Background: an optimization exercise with open tools, aiming at small area, a short achievable clock period and few clock cycles per item. Do not read the settings as production practice.
In this exercise RTL edits were held to simulation tests only and were not proved equivalent to the original.

==> inputs of onyx <==
==> flow/design.v <==
`default_nettype none
package rar_pkg;
    localparam logic [1:0] KIND_ADD = 2'd0;
    localparam logic [1:0] KIND_SUB = 2'd1;
    localparam logic [1:0] KIND_MUL = 2'd2;
    localparam logic [1:0] KIND_DIV = 2'd3;
    localparam logic [2:0] C_IDLE = 3'd0;
    localparam logic [2:0] C_ABS  = 3'd1;
    localparam logic [2:0] C_GCD  = 3'd2;
    localparam logic [2:0] C_DONE = 3'd3;
    localparam logic [2:0] C_ABSD = 3'd4;
endpackage
`default_nettype wire
`default_nettype none
module rar_add #(
    parameter int W = 64,
    parameter int L = 6          
) (
    input  wire logic [W-1:0] a,
    input  wire logic [W-1:0] b,
    input  wire logic         ci,
    output logic [W-1:0]      s,
    output logic              co
);
    logic [W-1:0] gg [0:2*L];
    logic [W-1:0] pp [0:2*L];
    logic [W:0]   c;
    assign gg[0] = a & b;
    assign pp[0] = a ^ b;
    for (genvar k = 0; k < L; k++) begin : g_up
        for (genvar i = 0; i < W; i++) begin : g_b
            if (((i + 1) % (2 << k)) == 0) begin : g_c
                assign gg[k+1][i] = gg[k][i] | (pp[k][i] & gg[k][i - (1 << k)]);
                assign pp[k+1][i] = pp[k][i] & pp[k][i - (1 << k)];
            end else begin : g_p
                assign gg[k+1][i] = gg[k][i];
                assign pp[k+1][i] = pp[k][i];
            end
        end
    end
    for (genvar k = L - 2; k >= 0; k--) begin : g_dn
        for (genvar i = 0; i < W; i++) begin : g_b
            if (((i + 1) % (2 << k)) == (1 << k) && i >= (2 << k)) begin : g_c
                assign gg[2*L-1-k][i] = gg[2*L-2-k][i] | (pp[2*L-2-k][i] & gg[2*L-2-k][i - (1 << k)]);
                assign pp[2*L-1-k][i] = pp[2*L-2-k][i] & pp[2*L-2-k][i - (1 << k)];
            end else begin : g_p
                assign gg[2*L-1-k][i] = gg[2*L-2-k][i];
                assign pp[2*L-1-k][i] = pp[2*L-2-k][i];
            end
        end
    end
    assign c[0] = ci;
    for (genvar i = 0; i < W; i++) begin : g_c2
        assign c[i+1] = gg[2*L-1][i] | (pp[2*L-1][i] & ci);
    end
    assign s  = pp[0] ^ c[W-1:0];
    assign co = c[W];
endmodule
module rational_arith_reduce (
    input  wire logic               clk,
    input  wire logic               rst_n,
    input  wire logic               in_valid,
    output logic                    in_stall,
    input  wire logic [1:0]         kind,
    input  wire logic signed [31:0] a_num,
    input  wire logic [30:0]        a_den,
    input  wire logic signed [31:0] b_num,
    input  wire logic [30:0]        b_den,
    output logic                    out_valid,
    input  wire logic               out_stall,
    output logic signed [31:0]      res_num,
    output logic [30:0]             res_den,
    output logic                    div_zero,
    output logic                    overflow
);
    logic        m_busy;        
    logic        m_full;        
    logic [3:0]  m_cnt;         
    logic [31:0] xa, xb;        
    logic [30:0] xd;            
    logic        k_sub, k_div, k_two;
    logic [33:0] n_hi;          
    logic [31:0] n_lo;          
    logic [32:0] d_hi;          
    logic [31:0] d_lo;          
    logic [2:0]  dg1, dga;      
    logic        m_dsgn;        
    logic        m_acc, m_take, m_take_d;
    logic        is_add, is_sub, is_mul, is_div;
    logic [31:0] y1_in;
    logic [35:0] x1, x2, x3;
    logic [35:0] t1, t2, t3;
    logic        c1, c2, c3;
    logic [35:0] nh_in, dh_in;
    logic [35:0] csa_s, csa_c;
    logic [36:0] n_sum;
    logic [35:0] d_sum;
    assign is_add = (kind == rar_pkg::KIND_ADD);
    assign is_sub = (kind == rar_pkg::KIND_SUB);
    assign is_mul = (kind == rar_pkg::KIND_MUL);
    assign is_div = (kind == rar_pkg::KIND_DIV);
    assign in_stall = m_busy || m_full;
    assign m_take   = in_valid && !in_stall;
    assign m_acc    = m_busy;
    function automatic logic [2:0] booth(input logic [2:0] b);
        booth = {b[1] ^ b[0], (b[2] && !b[1] && !b[0]) || (!b[2] && b[1] && b[0]), b[2]};
    endfunction
    assign y1_in = is_mul ? b_num : {1'b0, b_den};
    assign x1 = {{4{xa[31]}}, xa};
    assign x2 = {{4{xb[31]}}, xb};
    assign x3 = k_div ? x2 : {5'd0, xd};
    assign c1 = dg1[0] && (dg1[2] || dg1[1]);
    assign c2 = (dga[0] ^ k_sub) && (dga[2] || dga[1]) && k_two;
    assign c3 = (dga[0] ^ (k_div && xb[31])) && (dga[2] || dga[1]);
    assign t1 = (dg1[2] ? x1 : dg1[1] ? {x1[34:0], 1'b0} : 36'd0) ^ {36{c1}};
    assign t2 = (!k_two ? 36'd0 : dga[2] ? x2 : dga[1] ? {x2[34:0], 1'b0} : 36'd0) ^ {36{c2}};
    assign t3 = (dga[2] ? x3 : dga[1] ? {x3[34:0], 1'b0} : 36'd0) ^ {36{c3}};
    assign nh_in = (m_cnt == 4'd0) ? 36'd0 : {{2{n_hi[33]}}, n_hi};
    assign csa_s = nh_in ^ t1 ^ t2;
    assign csa_c = {(nh_in[34:0] & t1[34:0]) | (nh_in[34:0] & t2[34:0]) | (t1[34:0] & t2[34:0]), c1};
    rar_add #(.W(36), .L(6)) u_nadd (.a(csa_s), .b(csa_c), .ci(c2), .s(n_sum[36:1]), .co());
    assign n_sum[0] = 1'b0;
    assign dh_in = (m_cnt == 4'd0) ? 36'd0 : {{3{d_hi[32]}}, d_hi};
    rar_add #(.W(36), .L(6)) u_dadd (.a(dh_in), .b(t3), .ci(c3), .s(d_sum), .co());
    always_ff @(posedge clk or negedge rst_n)
    begin
        if (!rst_n)
        begin
            m_busy <= 1'b0;
            m_full <= 1'b0;
            m_cnt  <= 4'd0;
        end
        else
        begin
            if (m_take)
                m_busy <= 1'b1;
            else if (m_busy && (m_cnt == 4'd15))
                m_busy <= 1'b0;
            if (m_busy && (m_cnt == 4'd15))
                m_full <= 1'b1;
            else if (m_take_d)
                m_full <= 1'b0;
            if (m_take)
                m_cnt <= 4'd0;
            else if (m_busy)
                m_cnt <= m_cnt + 4'd1;
        end
    end
    always_ff @(posedge clk)
    begin
        if (m_take)
        begin
            xa     <= a_num;
            xb     <= b_num;
            xd     <= b_den;
            k_sub  <= is_sub;
            k_div  <= is_div;
            k_two  <= is_add || is_sub;
            m_dsgn <= is_div && b_num[31];
            n_lo   <= y1_in;
            d_lo   <= {1'b0, a_den};
            dg1    <= booth({y1_in[1:0], 1'b0});
            dga    <= booth({a_den[1:0], 1'b0});
        end
        else if (m_acc)
        begin
            n_hi <= n_sum[36:3];
            n_lo <= {n_sum[2:1], n_lo[31:2]};
            d_hi <= d_sum[34:2];
            d_lo <= {d_sum[1:0], d_lo[31:2]};
            dg1  <= booth(n_lo[3:1]);
            dga  <= booth(d_lo[3:1]);
        end
    end
    logic [2:0]  c_state;
    logic [63:0] u, v;
    logic signed [31:0] ca, cb;
    logic [30:0] cc, ce;
    logic        ca_o, cb_o, cc_o, ce_o;
    logic        nsgn, nz, dz;
    logic        msk;           
    logic        take, load, last, abs_do;
    logic        in_idle, in_abs, in_absd, in_gcd, in_done;
    logic        u0, v0, bo, be, eq;
    logic [64:0] sub_u, sub_v;
    logic        ugt;
    logic        u_upd, v_upd;
    logic        su1, su2, sv1, sv2;
    logic [63:0] u_sh, v_sh, u_nx, v_nx;
    logic        npath, dzero, sigma;
    logic [63:0] d_val;
    assign in_idle = (c_state == rar_pkg::C_IDLE);
    assign in_abs  = (c_state == rar_pkg::C_ABS);
    assign in_absd = (c_state == rar_pkg::C_ABSD);
    assign in_gcd  = (c_state == rar_pkg::C_GCD);
    assign in_done = (c_state == rar_pkg::C_DONE);
    assign u0   = u[0];
    assign v0   = v[0];
    assign bo   = u0 && v0;
    assign be   = !u0 && !v0;
    assign eq   = (u == v);
    assign last   = in_gcd && bo && eq;
    assign take   = (in_done || in_absd) && !out_stall;
    assign load   = m_full && (in_idle || in_done || last);
    assign abs_do = in_abs || (in_absd && !out_stall);
    assign m_take_d = abs_do;
    logic bu, bv;
    rar_add #(.W(64), .L(6)) u_subu (.a(u), .b(~(msk ? v : 64'd0)), .ci(1'b1), .s(sub_u[63:0]), .co(bu));
    rar_add #(.W(64), .L(6)) u_subv (.a(v), .b(~(msk ? u : 64'd0)), .ci(1'b1), .s(sub_v[63:0]), .co(bv));
    assign sub_u[64] = !bu;
    assign sub_v[64] = !bv;
    assign ugt   = sub_v[64];
    assign u_upd = !u0 || (bo && ugt);
    assign v_upd = !v0 || (bo && !ugt);
    assign su1 = in_abs || in_absd || sub_u[1] || (be && v[1]);
    assign su2 = !su1 && (sub_u[2] || (be && v[2]));
    assign sv1 = in_abs || in_absd || sub_v[1] || (be && u[1]);
    assign sv2 = !sv1 && (sub_v[2] || (be && u[2]));
    assign u_sh = su1 ? {1'b0, sub_u[63:1]} : su2 ? {2'b00, sub_u[63:2]} : {3'b000, sub_u[63:3]};
    assign v_sh = sv1 ? {1'b0, sub_v[63:1]} : sv2 ? {2'b00, sub_v[63:2]} : {3'b000, sub_v[63:3]};
    assign dzero = (d_hi == 33'd0) && (d_lo == 32'd0);
    assign d_val = {2'b00, d_hi[29:0], d_lo[31:1], d_lo[0] | dzero};
    assign npath = nsgn || nz;
    assign sigma = nsgn ^ (m_dsgn && !dzero);
    always_comb
    begin
        u_nx = u;
        v_nx = v;
        if (load)
        begin
            u_nx = {n_hi[30:0], n_lo, 1'b0};
            v_nx = 64'd0;
        end
        else if (abs_do)
        begin
            u_nx = npath ? d_val : {1'b0, sub_u[63:1]};
            v_nx = npath ? {1'b0, sub_v[63:1]} : d_val;
        end
        else if (in_gcd)
        begin
            if (u_upd)
                u_nx = u_sh;
            if (v_upd)
                v_nx = v_sh;
        end
    end
    logic signed [31:0] ab_sum;
    logic [31:0] ce_sum;
    logic        ab_ovf, ce_ovf;
    logic [31:0] a_sh, b_sh;
    logic [30:0] c_sh, e_sh;
    logic        a_sho, b_sho, c_sho, e_sho;
    logic        a_shift, b_shift, a_add, b_add;
    rar_add #(.W(32), .L(5)) u_abadd (.a(ca), .b(cb), .ci(1'b0), .s(ab_sum), .co());
    assign ab_ovf = (ca[31] == cb[31]) && (ab_sum[31] != ca[31]);
    rar_add #(.W(31), .L(5)) u_ceadd (.a(cc), .b(ce), .ci(1'b0), .s(ce_sum[30:0]), .co(ce_sum[31]));
    assign ce_ovf = ce_sum[31];
    function automatic logic [32:0] shs(input logic [31:0] x, input logic s1, input logic s2);
        if (s1)
            shs = {x[31] != x[30], x[30:0], 1'b0};
        else if (s2)
            shs = {!((x[31] == x[30]) && (x[30] == x[29])), x[29:0], 2'b00};
        else
            shs = {!((x[31] == x[30]) && (x[30] == x[29]) && (x[29] == x[28])), x[28:0], 3'b000};
    endfunction
    function automatic logic [31:0] shu(input logic [30:0] x, input logic s1, input logic s2);
        if (s1)
            shu = {x[30], x[29:0], 1'b0};
        else if (s2)
            shu = {x[30] || x[29], x[28:0], 2'b00};
        else
            shu = {x[30] || x[29] || x[28], x[27:0], 3'b000};
    endfunction
    assign {a_sho, a_sh} = shs(ca, su1, su2);
    assign {b_sho, b_sh} = shs(cb, sv1, sv2);
    assign {c_sho, c_sh} = shu(cc, su1, su2);
    assign {e_sho, e_sh} = shu(ce, sv1, sv2);
    assign a_shift = u_upd && !be;
    assign b_shift = v_upd && !be;
    assign a_add   = bo && !ugt;
    assign b_add   = bo && ugt;
    always_ff @(posedge clk or negedge rst_n)
    begin
        if (!rst_n)
            c_state <= rar_pkg::C_IDLE;
        else if (abs_do)
            c_state <= nz ? rar_pkg::C_DONE : rar_pkg::C_GCD;
        else if (load)
            c_state <= (in_done && !out_stall) ? rar_pkg::C_ABS : (in_idle ? rar_pkg::C_ABS : rar_pkg::C_ABSD);
        else if (last)
            c_state <= rar_pkg::C_DONE;
        else if (take)
            c_state <= rar_pkg::C_IDLE;
    end
    always_ff @(posedge clk)
    begin
        u   <= u_nx;
        v   <= v_nx;
        msk <= load || (in_absd && out_stall) || (u_nx[0] && v_nx[0]);
        if (load)
        begin
            nsgn <= n_hi[33];
            nz   <= (n_hi == 34'd0) && (n_lo == 32'd0);
        end
        if (abs_do)
        begin
            dz <= dzero;
            if (npath)
            begin
                ca <= 32'd0;
                cb <= sigma ? -32'sd1 : 32'sd1;
                cc <= (dzero && !nz) ? 31'd0 : 31'd1;
                ce <= 31'd0;
            end
            else
            begin
                ca <= sigma ? -32'sd1 : 32'sd1;
                cb <= 32'd0;
                cc <= 31'd0;
                ce <= dzero ? 31'd0 : 31'd1;
            end
            ca_o <= 1'b0;
            cb_o <= 1'b0;
            cc_o <= 1'b0;
            ce_o <= 1'b0;
        end
        else if (in_gcd)
        begin
            if (a_shift)
            begin
                ca   <= a_sh;
                ca_o <= ca_o || a_sho;
                cc   <= c_sh;
                cc_o <= cc_o || c_sho;
            end
            else if (a_add)
            begin
                ca   <= ab_sum;
                ca_o <= ca_o || cb_o || ab_ovf;
                cc   <= ce_sum[30:0];
                cc_o <= cc_o || ce_o || ce_ovf;
            end
            if (b_shift)
            begin
                cb   <= b_sh;
                cb_o <= cb_o || b_sho;
                ce   <= e_sh;
                ce_o <= ce_o || e_sho;
            end
            else if (b_add)
            begin
                cb   <= ab_sum;
                cb_o <= ca_o || cb_o || ab_ovf;
                ce   <= ce_sum[30:0];
                ce_o <= cc_o || ce_o || ce_ovf;
            end
        end
    end
    assign out_valid = in_done || in_absd;
    assign res_num   = ca;
    assign res_den   = cc;
    assign div_zero  = dz;
    assign overflow  = ca_o || cc_o;
endmodule
`default_nettype wire
==> flow/flow/run.sh <==
#!/bin/bash
set -euo pipefail
bash standard.sh SETUP_SLACK_MARGIN=6 finish > orfs_make.log 2>&1
==> flow/standard.sh <==
#!/bin/bash
# synth_recipe.tcl (not shown) runs the flow's synth.tcl, then flattens the netlist and writes it again
# the make line also repeats each setting of config.mk as NAME=value (left out here)
make -C /OpenROAD-flow-scripts/flow DESIGN_CONFIG=/design/flow/config.mk WORK_HOME=/design/flow/orfs CLKGATE_MAP_FILE= SYNTH_SCRIPT=/design/flow/synth_recipe.tcl "${@:-finish}"
==> flow/config.mk <==
export PLATFORM = sky130hd
export DESIGN_NAME = rational_arith_reduce
export DESIGN_NICKNAME = rational_arith_reduce
export VERILOG_FILES = /design/flow/design.v
export SDC_FILE = /design/flow/constraint.sdc
export NUM_CORES = 4
export LEC_CHECK = 0
export CAP_MARGIN = 20
export CORE_MARGIN = 2
export CORE_UTILIZATION = 50
export SLEW_MARGIN = 20
==> flow/constraint.sdc <==
create_clock -name core_clock -period 10.5 [get_ports {clk}]
set_input_delay 2.1000 -clock core_clock [delete_from_list [all_inputs] [get_ports {clk}]]
set_output_delay 2.1000 -clock core_clock [all_outputs]
set_load 0.01 [all_outputs]
==> cedar: changes against onyx <==
--- a/flow/design.v
+++ b/flow/design.v
@@ -56,6 +56,48 @@
     assign s  = pp[0] ^ c[W-1:0];
     assign co = c[W];
 endmodule
+module rar_add2 #(
+    parameter int W = 63,
+    parameter int L = 6          
+) (
+    input  wire logic [W-1:0] a,
+    input  wire logic [W-1:0] b,
+    output logic [W-1:0]      s0,
+    output logic [W-1:0]      s1,
+    output logic              co0,
+    output logic              pall
+);
+    logic [W-1:0] gg [0:2*L];
+    logic [W-1:0] pp [0:2*L];
+    assign gg[0] = a & b;
+    assign pp[0] = a ^ b;
+    for (genvar k = 0; k < L; k++) begin : g_up
+        for (genvar i = 0; i < W; i++) begin : g_b
+            if (((i + 1) % (2 << k)) == 0) begin : g_c
+                assign gg[k+1][i] = gg[k][i] | (pp[k][i] & gg[k][i - (1 << k)]);
+                assign pp[k+1][i] = pp[k][i] & pp[k][i - (1 << k)];
+            end else begin : g_p
+                assign gg[k+1][i] = gg[k][i];
+                assign pp[k+1][i] = pp[k][i];
+            end
+        end
+    end
+    for (genvar k = L - 2; k >= 0; k--) begin : g_dn
+        for (genvar i = 0; i < W; i++) begin : g_b
+            if (((i + 1) % (2 << k)) == (1 << k) && i >= (2 << k)) begin : g_c
+                assign gg[2*L-1-k][i] = gg[2*L-2-k][i] | (pp[2*L-2-k][i] & gg[2*L-2-k][i - (1 << k)]);
+                assign pp[2*L-1-k][i] = pp[2*L-2-k][i] & pp[2*L-2-k][i - (1 << k)];
+            end else begin : g_p
+                assign gg[2*L-1-k][i] = gg[2*L-2-k][i];
+                assign pp[2*L-1-k][i] = pp[2*L-2-k][i];
+            end
+        end
+    end
+    assign s0   = pp[0] ^ {gg[2*L-1][W-2:0], 1'b0};
+    assign s1   = pp[0] ^ {gg[2*L-1][W-2:0] | pp[2*L-1][W-2:0], 1'b1};
+    assign co0  = gg[2*L-1][W-1];
+    assign pall = pp[2*L-1][W-1];
+endmodule
 module rational_arith_reduce (
     input  wire logic               clk,
     input  wire logic               rst_n,
@@ -76,9 +118,9 @@
     logic        m_busy;        
     logic        m_full;        
     logic [3:0]  m_cnt;         
-    logic [31:0] xa, xb;        
+    logic [31:0] xb;            
     logic [30:0] xd;            
-    logic        k_sub, k_div, k_two;
+    logic        k_sub, k_mul, k_div, k_two;
     logic [33:0] n_hi;          
     logic [31:0] n_lo;          
     logic [32:0] d_hi;          
@@ -87,7 +129,6 @@
     logic        m_dsgn;        
     logic        m_acc, m_take, m_take_d;
     logic        is_add, is_sub, is_mul, is_div;
-    logic [31:0] y1_in;
     logic [35:0] x1, x2, x3;
     logic [35:0] t1, t2, t3;
     logic        c1, c2, c3;
@@ -105,9 +146,8 @@
     function automatic logic [2:0] booth(input logic [2:0] b);
         booth = {b[1] ^ b[0], (b[2] && !b[1] && !b[0]) || (!b[2] && b[1] && b[0]), b[2]};
     endfunction
-    assign y1_in = is_mul ? b_num : {1'b0, b_den};
-    assign x1 = {{4{xa[31]}}, xa};
     assign x2 = {{4{xb[31]}}, xb};
+    assign x1 = k_mul ? x2 : {5'd0, xd};
     assign x3 = k_div ? x2 : {5'd0, xd};
     assign c1 = dg1[0] && (dg1[2] || dg1[1]);
     assign c2 = (dga[0] ^ k_sub) && (dga[2] || dga[1]) && k_two;
@@ -150,16 +190,16 @@
     begin
         if (m_take)
         begin
-            xa     <= a_num;
             xb     <= b_num;
             xd     <= b_den;
             k_sub  <= is_sub;
+            k_mul  <= is_mul;
             k_div  <= is_div;
             k_two  <= is_add || is_sub;
             m_dsgn <= is_div && b_num[31];
-            n_lo   <= y1_in;
+            n_lo   <= a_num;
             d_lo   <= {1'b0, a_den};
-            dg1    <= booth({y1_in[1:0], 1'b0});
+            dg1    <= booth({a_num[1:0], 1'b0});
             dga    <= booth({a_den[1:0], 1'b0});
         end
         else if (m_acc)
@@ -178,15 +218,19 @@
     logic [30:0] cc, ce;
     logic        ca_o, cb_o, cc_o, ce_o;
     logic        nsgn, nz, dz;
-    logic        msk;           
-    logic        take, load, last, abs_do;
+    logic        dsg, dzn;      
+    logic        mu, mv;        
+    logic        pend;          
+    logic        ps1, ps2;      
+    logic        take, load, last, abs_do, abs_any;
     logic        in_idle, in_abs, in_absd, in_gcd, in_done;
-    logic        u0, v0, bo, be, eq;
-    logic [64:0] sub_u, sub_v;
-    logic        ugt;
-    logic        u_upd, v_upd;
-    logic        su1, su2, sv1, sv2;
+    logic        u0, v0, bo, be;
+    logic [62:0] y, xn, x0;
+    logic        ugt, eq;
+    logic        u_upd, v_upd, be_e;
+    logic        su1, su2, sv1, sv2, sbe1, sbe2;
     logic [63:0] u_sh, v_sh, u_nx, v_nx;
+    logic        pend_nx;
     logic        npath, dzero, sigma;
     logic [63:0] d_val;
     assign in_idle = (c_state == rar_pkg::C_IDLE);
@@ -198,43 +242,73 @@
     assign v0   = v[0];
     assign bo   = u0 && v0;
     assign be   = !u0 && !v0;
-    assign eq   = (u == v);
+    assign be_e = be && !pend;
+    rar_add2 #(.W(63), .L(6)) u_sub (
+        .a(mu ? 63'd0 : u[63:1]),
+        .b(~(mv ? 63'd0 : v[63:1])),
+        .s0(x0), .s1(y), .co0(ugt), .pall(eq)
+    );
+    assign xn = ~x0;
     assign last   = in_gcd && bo && eq;
     assign take   = (in_done || in_absd) && !out_stall;
     assign load   = m_full && (in_idle || in_done || last);
     assign abs_do = in_abs || (in_absd && !out_stall);
-    assign m_take_d = abs_do;
-    logic bu, bv;
-    rar_add #(.W(64), .L(6)) u_subu (.a(u), .b(~(msk ? v : 64'd0)), .ci(1'b1), .s(sub_u[63:0]), .co(bu));
-    rar_add #(.W(64), .L(6)) u_subv (.a(v), .b(~(msk ? u : 64'd0)), .ci(1'b1), .s(sub_v[63:0]), .co(bv));
-    assign sub_u[64] = !bu;
-    assign sub_v[64] = !bv;
-    assign ugt   = sub_v[64];
-    assign u_upd = !u0 || (bo && ugt);
-    assign v_upd = !v0 || (bo && !ugt);
-    assign su1 = in_abs || in_absd || sub_u[1] || (be && v[1]);
-    assign su2 = !su1 && (sub_u[2] || (be && v[2]));
-    assign sv1 = in_abs || in_absd || sub_v[1] || (be && u[1]);
-    assign sv2 = !sv1 && (sub_v[2] || (be && u[2]));
-    assign u_sh = su1 ? {1'b0, sub_u[63:1]} : su2 ? {2'b00, sub_u[63:2]} : {3'b000, sub_u[63:3]};
-    assign v_sh = sv1 ? {1'b0, sub_v[63:1]} : sv2 ? {2'b00, sub_v[63:2]} : {3'b000, sub_v[63:3]};
+    assign abs_any = in_abs || in_absd;
+    assign m_take_d = load;
+    assign u_upd = !pend && (!u0 || (bo && ugt));
+    assign v_upd = pend || (u0 && !v0) || (bo && !ugt);
+    assign sbe1 = u[1] || v[1];
+    assign sbe2 = u[2] || v[2];
+    assign su1 = abs_any || (be_e ? sbe1 : y[0]);
+    assign su2 = !su1 && (be_e ? sbe2 : y[1]);
+    assign sv1 = abs_any || (pend ? ps1 : xn[0]);
+    assign sv2 = !sv1 && (pend ? ps2 : xn[1]);
+    assign u_sh = su1 ? {1'b0, y} : su2 ? {2'b00, y[62:1]} : {3'b000, y[62:2]};
+    assign v_sh = sv1 ? {1'b0, xn} : sv2 ? {2'b00, xn[62:1]} : {3'b000, xn[62:2]};
+    logic u0n, v0n;
+    always_comb
+    begin
+        if (abs_do)
+        begin
+            u0n = npath ? v[0] : y[0];
+            v0n = npath ? xn[0] : v[0];
+        end
+        else if (pend)
+        begin
+            u0n = u[0];
+            v0n = ps1 ? v[1] : ps2 ? v[2] : v[3];
+        end
+        else if (be)
+        begin
+            u0n = sbe1 ? u[1] : sbe2 ? u[2] : u[3];
+            v0n = 1'b0;
+        end
+        else
+        begin
+            u0n = u_upd ? (y[0] || y[1] || y[2]) : 1'b1;
+            v0n = v_upd ? (xn[0] || xn[1] || xn[2]) : 1'b1;
+        end
+    end
     assign dzero = (d_hi == 33'd0) && (d_lo == 32'd0);
     assign d_val = {2'b00, d_hi[29:0], d_lo[31:1], d_lo[0] | dzero};
     assign npath = nsgn || nz;
-    assign sigma = nsgn ^ (m_dsgn && !dzero);
+    assign sigma = nsgn ^ (dsg && !dzn);
     always_comb
     begin
         u_nx = u;
         v_nx = v;
+        pend_nx = pend;
         if (load)
         begin
             u_nx = {n_hi[30:0], n_lo, 1'b0};
-            v_nx = 64'd0;
+            v_nx = d_val;
+            pend_nx = 1'b0;
         end
         else if (abs_do)
         begin
-            u_nx = npath ? d_val : {1'b0, sub_u[63:1]};
-            v_nx = npath ? {1'b0, sub_v[63:1]} : d_val;
+            u_nx = npath ? v : {1'b0, y};
+            v_nx = npath ? {1'b0, xn} : v;
+            pend_nx = 1'b0;
         end
         else if (in_gcd)
         begin
@@ -242,6 +316,7 @@
                 u_nx = u_sh;
             if (v_upd)
                 v_nx = v_sh;
+            pend_nx = be_e;
         end
     end
     logic signed [31:0] ab_sum;
@@ -276,7 +351,7 @@
     assign {c_sho, c_sh} = shu(cc, su1, su2);
     assign {e_sho, e_sh} = shu(ce, sv1, sv2);
     assign a_shift = u_upd && !be;
-    assign b_shift = v_upd && !be;
+    assign b_shift = v_upd && !pend;
     assign a_add   = bo && !ugt;
     assign b_add   = bo && ugt;
     always_ff @(posedge clk or negedge rst_n)
@@ -294,22 +369,39 @@
     end
     always_ff @(posedge clk)
     begin
-        u   <= u_nx;
-        v   <= v_nx;
-        msk <= load || (in_absd && out_stall) || (u_nx[0] && v_nx[0]);
+        u    <= u_nx;
+        v    <= v_nx;
+        pend <= pend_nx;
+        if (in_gcd && be_e)
+        begin
+            ps1 <= sbe1;
+            ps2 <= sbe2;
+        end
+        if (load || (in_absd && out_stall))
+        begin
+            mu <= 1'b0;
+            mv <= 1'b1;
+        end
+        else
+        begin
+            mu <= (u0n && !v0n) || pend_nx;
+            mv <= !u0n && (v0n || !pend_nx);
+        end
         if (load)
         begin
             nsgn <= n_hi[33];
             nz   <= (n_hi == 34'd0) && (n_lo == 32'd0);
+            dsg  <= m_dsgn;
+            dzn  <= dzero;
         end
         if (abs_do)
         begin
-            dz <= dzero;
+            dz <= dzn;
             if (npath)
             begin
                 ca <= 32'd0;
                 cb <= sigma ? -32'sd1 : 32'sd1;
-                cc <= (dzero && !nz) ? 31'd0 : 31'd1;
+                cc <= (dzn && !nz) ? 31'd0 : 31'd1;
                 ce <= 31'd0;
             end
             else
@@ -317,7 +409,7 @@
                 ca <= sigma ? -32'sd1 : 32'sd1;
                 cb <= 32'd0;
                 cc <= 31'd0;
-                ce <= dzero ? 31'd0 : 31'd1;
+                ce <= dzn ? 31'd0 : 31'd1;
             end
             ca_o <= 1'b0;
             cb_o <= 1'b0;
==> flow/flow/run.sh (replaced) <==
#!/bin/bash
set -euo pipefail
bash standard.sh SETUP_SLACK_MARGIN=6 "BUFFER_PORTS_ARGS=-buffer_cell sky130_fd_sc_hd__buf_2" finish > orfs_make.log 2>&1
CORE_UTILIZATION = 55   (was 50)
==> summary of the runs <==
Against onyx, the worst hold slack of cedar is higher by 0.035 ns. Clock skew: onyx is higher than cedar (0.0049 ns). First-iteration DRC count: cedar is smaller than onyx (15%). In cedar the count of clock-buffer cells in the layout is higher than in onyx, by 2. In onyx the sequential cell count is higher than in cedar, by 25. Of cedar and onyx, cedar has the higher worst setup slack (gap 0.014 ns). Global-route usage: onyx is higher than cedar (2.0 points).
Testbench counts of onyx, summed over its fixed seeds: cycles 53,752, items 1,920.
Testbench counts of cedar, summed over its fixed seeds: cycles 54,254, items 1,920.

## separate check: timing with driven ports
In the flow no input, the clock included, has a driving cell. The finished layouts below were timed again as built, in two steps. Step 1 sets driving cells, clkbuf_16 on the clock port and buf_2 on the other inputs (assumed; they add their load-dependent delay and slew). Step 2 moves the port delays by t, midway between the first and last clock arrival at a register: inputs arrive t later, outputs are due t later. That takes back most of the time a late clock gives input paths. Slacks: ideal ports / drivers / drivers and shift; pairs: ideal ports / drivers.
run | t, ns | setup WS [ns] | clock arrival spread, ns
onyx | 0.727 | 5.838 / 5.838 / 5.325 | 0.044 / 0.044
cedar | 0.712 | 5.852 / 5.852 / 5.572 | 0.039 / 0.038
After both steps every run listed still meets setup and hold. The setup slack of onyx, which loses most, moves by 0.000 ns with the drivers and by -0.513 ns with both steps.
